Background: an optimization exercise with open tools, aiming at small area and few clock cycles per item. Do not read the settings as production practice. Only simulation tests tie the RTL to the original design; equivalence was not proved. Power is estimated from default activity; no workload was simulated.

Setup of run 1:
==> flow/design.v <==
package axis_meta_pkg;
  localparam int DATA_W = 512;
  localparam int META_W = 356;
  typedef enum logic [1:0] {HDR, PAYLOAD, DROP} dfrm_state_t;
  typedef struct packed {
    logic              last;
    logic [DATA_W-1:0] data;
  } axis_beat_t;
endpackage
module axis_skid_buf #(
  parameter int W = 8
) (
  input  logic         clk,
  input  logic         rst,
  input  logic [W-1:0] s_data,
  input  logic         s_valid,
  output logic         s_ready,
  output logic [W-1:0] m_data,
  output logic         m_valid,
  input  logic         m_ready
);
  logic [W-1:0] slot [2];
  logic         wr_ptr;
  logic         rd_ptr;
  logic [1:0]   count;
  logic         push;
  logic         pop;
  assign s_ready = (count != 2'd2);
  assign m_valid = (count != 2'd0);
  assign m_data  = slot[rd_ptr];
  assign push    = s_valid && s_ready;
  assign pop     = m_valid && m_ready;
  always_ff @(posedge clk or posedge rst) begin
    if (rst) begin
      slot[0] <= '0;
      slot[1] <= '0;
      wr_ptr  <= 1'b0;
      rd_ptr  <= 1'b0;
      count   <= 2'd0;
    end else begin
      if (push) begin
        slot[wr_ptr] <= s_data;
        wr_ptr       <= !wr_ptr;
      end
      if (pop) begin
        rd_ptr <= !rd_ptr;
      end
      count <= count + {1'b0, push} - {1'b0, pop};
    end
  end
endmodule
import axis_meta_pkg::*;
module axis_meta_deframer #(
  parameter int DATA_W    = axis_meta_pkg::DATA_W,
  parameter int META_W    = axis_meta_pkg::META_W,
  parameter int MAX_BEATS = 3
) (
  input  logic              clk,
  input  logic              rst,
  input  logic [DATA_W-1:0] s_tdata,
  input  logic              s_tvalid,
  output logic              s_tready,
  input  logic              s_tlast,
  input  logic              s_tuser,
  output logic [DATA_W-1:0] m_tdata,
  output logic              m_tvalid,
  input  logic              m_tready,
  output logic              m_tlast,
  output logic [META_W-1:0] meta_tdata,
  output logic              meta_tvalid,
  input  logic              meta_tready,
  output logic [15:0]       err_cnt,
  output logic              pad_err
);
  localparam int CW = $clog2(MAX_BEATS + 1);
  localparam logic [CW-1:0] LAST_IDX = CW'(MAX_BEATS - 1);
  localparam int HI_W = DATA_W - META_W;
  axis_meta_pkg::dfrm_state_t state;
  logic [CW-1:0]     beat_cnt;
  logic [DATA_W-1:0] x_data;      
  logic              x_last;
  logic              x_vld;
  logic [META_W-1:0] m_reg;       
  logic [HI_W-1:0]   e_data;      
  logic              e_last;
  logic              sk_vld;      
  logic acc, push, last_slot, pad_nz, err_inc, m_free, in_last;
  logic hdr_ld, sk_ld, x_ld_in, x_ld_sk, x_keep, m_keep, e_keep;
  assign last_slot = (beat_cnt == LAST_IDX);
  assign pad_nz    = |s_tdata[DATA_W-1:META_W];
  assign m_free    = !meta_tvalid || meta_tready;
  always_comb begin
    case (state)
      HDR:     s_tready = !sk_vld && m_free;
      PAYLOAD: s_tready = !x_vld || (!sk_vld && m_free);
      DROP:    s_tready = 1'b1;
      default: s_tready = 1'b0;
    endcase
    acc = s_tvalid && s_tready;
    case (state)
      HDR:     err_inc = acc && (s_tlast || !s_tuser);
      PAYLOAD: err_inc = acc && (s_tuser || (!s_tlast && last_slot));
      default: err_inc = 1'b0;
    endcase
  end
  assign push    = acc && (state == PAYLOAD) && !s_tuser;
  assign in_last = s_tlast || last_slot;
  assign hdr_ld  = acc && (state == HDR) && s_tuser && !s_tlast;
  assign x_ld_in = push && (!x_vld || m_tready);
  assign sk_ld   = push && x_vld && !m_tready;
  assign x_ld_sk = sk_vld && m_tready;
  assign x_keep  = x_vld && !m_tready;
  assign m_keep  = (meta_tvalid && !meta_tready) || (sk_vld && !m_tready);
  assign e_keep  = sk_vld && !m_tready;
  always_ff @(posedge clk) begin
    x_data <= ({DATA_W{x_ld_in}} & s_tdata)
            | ({DATA_W{x_ld_sk}} & {e_data, m_reg})
            | ({DATA_W{x_keep}}  & x_data);
    x_last <= (x_ld_in & in_last) | (x_ld_sk & e_last) | (x_keep & x_last);
    m_reg  <= ({META_W{hdr_ld || sk_ld}} & s_tdata[META_W-1:0])
            | ({META_W{m_keep}} & m_reg);
    e_data <= ({HI_W{sk_ld}} & s_tdata[DATA_W-1:META_W])
            | ({HI_W{e_keep}} & e_data);
    e_last <= (sk_ld & in_last) | (e_keep & e_last);
  end
  always_ff @(posedge clk or posedge rst) begin
    if (rst) begin
      state       <= HDR;
      beat_cnt    <= '0;
      x_vld       <= 1'b0;
      sk_vld      <= 1'b0;
      meta_tvalid <= 1'b0;
      err_cnt     <= 16'd0;
      pad_err     <= 1'b0;
    end else begin
      x_vld       <= x_keep || x_ld_sk || push;
      sk_vld      <= e_keep || sk_ld;
      meta_tvalid <= (meta_tvalid && !meta_tready) || hdr_ld;
      if (err_inc && (err_cnt != 16'hFFFF)) begin
        err_cnt <= err_cnt + 16'd1;
      end
      case (state)
        HDR: begin
          if (acc && s_tuser) begin
            if (pad_nz) begin
              pad_err <= 1'b1;
            end
            if (!s_tlast) begin
              beat_cnt <= '0;
              state    <= PAYLOAD;
            end
          end else if (acc && !s_tlast) begin
            state <= DROP;
          end
        end
        PAYLOAD: begin
          if (push) begin
            beat_cnt <= beat_cnt + 1'b1;
            if (s_tlast) begin
              state <= HDR;
            end else if (last_slot) begin
              state <= DROP;
            end
          end
        end
        DROP: begin
          if (acc && s_tlast) begin
            state <= HDR;
          end
        end
        default: state <= HDR;
      endcase
    end
  end
  assign m_tdata    = x_data;
  assign m_tlast    = x_last;
  assign m_tvalid   = x_vld;
  assign meta_tdata = m_reg;
endmodule
export LEC_CHECK = 0
export CAP_MARGIN = 20
export CORE_AREA = 10 10 510 510
export DIE_AREA = 0 0 520 520
export SLEW_MARGIN = 20
create_clock -name core_clock -period 5.0 [get_ports {clk}]
standard.sh (not shown) runs the stock make flow with config.mk's settings and CLKGATE_MAP_FILE= SYNTH_SCRIPT=/design/flow/synth_recipe.tcl, a recipe that flattens the netlist after the stock synthesis.
==> flow/flow/run.sh <==
#!/bin/bash
# Own layout flow: the standard layout (standard.sh), with every port
# buffered by the smallest buffer cell instead of the one buffer_ports picks
# by default.  The make output goes to standard.log in the work folder; ORFS
# keeps each step's log under orfs/logs.
set -euo pipefail
export BUFFER_PORTS_ARGS="-buffer_cell sky130_fd_sc_hd__buf_1"
bash standard.sh > standard.log 2>&1
Testbench counts of run 1, summed over its fixed seeds: cycles 25,971, items 24,012.
Relative to run 1, the following input files were edited for run 2:
==> flow/flow/run.sh <==
#!/bin/bash
# Own layout flow: the standard layout (standard.sh), with every port
# buffered by the smallest buffer cell instead of the one buffer_ports picks
# by default, and a clock tree with larger sink clusters and no dummy loads.
# The make output goes to standard.log in the work folder; ORFS keeps each
# step's log under orfs/logs.
set -euo pipefail
export BUFFER_PORTS_ARGS="-buffer_cell sky130_fd_sc_hd__buf_1"
export CTS_ARGS="-sink_clustering_enable -repair_clock_nets -dont_use_dummy_load -sink_clustering_size 24 -sink_clustering_max_diameter 80"
bash standard.sh > standard.log 2>&1
Results
Run 2 went all the way through synthesis, placement and routing and the layout is clean on timing, DRC and antenna. Count of placed standard cells including taps came out exactly the same in run 1 and run 2. Of run 1 and run 2, the run reporting the lower clock buffer count in the final layout was run 2. When run 2 is set beside run 1, its power density over cell area turns out to be about 12% smaller. Re register share of the cell area: run 1 and run 2 aren't equal, and the lower value belongs to run 1. Compared with run 1, run 2 has extra setup slack. Switching fraction of total power: higher on run 2. Post-layout instance area, run 1 and run 2: smaller value in run 2. Run 2 ends up with higher clock transition at the registers of the reported paths than run 1 does.
Relative to run 2, the following input files were edited for run 3:
==> flow/run.sh (new file) <==
#!/bin/bash
# synth_recipe.tcl (not shown) runs the flow's synth.tcl, then flattens the netlist and writes it again
# the make line also repeats each setting of config.mk as NAME=value (left out here)
make -C /OpenROAD-flow-scripts/flow DESIGN_CONFIG=/design/flow/config.mk WORK_HOME=/design/flow/orfs CLKGATE_MAP_FILE= SYNTH_SCRIPT=/design/flow/synth_recipe.tcl finish
removed: flow/flow/run.sh
removed: flow/standard.sh
### Flow results
- Result: PASS for each of run 3 and run 2
- The share of power burned in the clock network number comes out higher for run 3 vs run 2.
- Run 3 against run 2: total power draw rose by about 27%, finished layout cell area rose by 0.011 mm^2, DRC marker count from the first detailed-route iteration fell by 241.
- Compared with run 2, run 3 instantiates a larger number of standard cells.
- Of the two values seen for type of the worst setup path, input pin to primary output was produced by run 3 and register to primary output by run 2.
- Run 2 → run 3: synthesis-to-finish area growth went up by 31 points; final critical delay including setup and external delays went up by 0.76 ns.
- Critical path's largest stage delay delta for run 3 relative to run 2: 0.08 ns higher
- Higher total number of vias was reported by run 3, not run 2.
- Headroom to the max-slew limit, run 3 and run 2: larger value in run 2

-- re-timing with driven ports --
No port has a modelled driver above. Below, the same layouts with a new extraction and two added sets of constraints.
Step 1 assumes that a clkbuf_16 drives the clock port and a buf_2 every other input.
Step 2 times the ports against the registers' clock, not the clock port: input delays grow and output delays shrink by t, the midpoint of the rising clock arrivals with the driver on.
Slacks: ideal ports / drivers / drivers and shift; pairs: ideal ports / drivers.
run	t, ns	setup WS [ns]	hold WS [ns]	worst setup path after step 2
run 1	0.848	1.635 / 1.534 / 1.351	0.287 / 0.226 / 0.446	input to register
run 2	0.778	1.672 / 1.568 / 1.335	0.341 / 0.276 / 0.396	input to register
run 3	0.864	0.914 / 0.890 / 0.890	0.460 / 0.460 / 0.460	input to output
After both steps setup and hold are still met in every run listed. The setup slack of run 2, which loses most, moves by -0.104 ns with the drivers and by -0.337 ns with both steps.
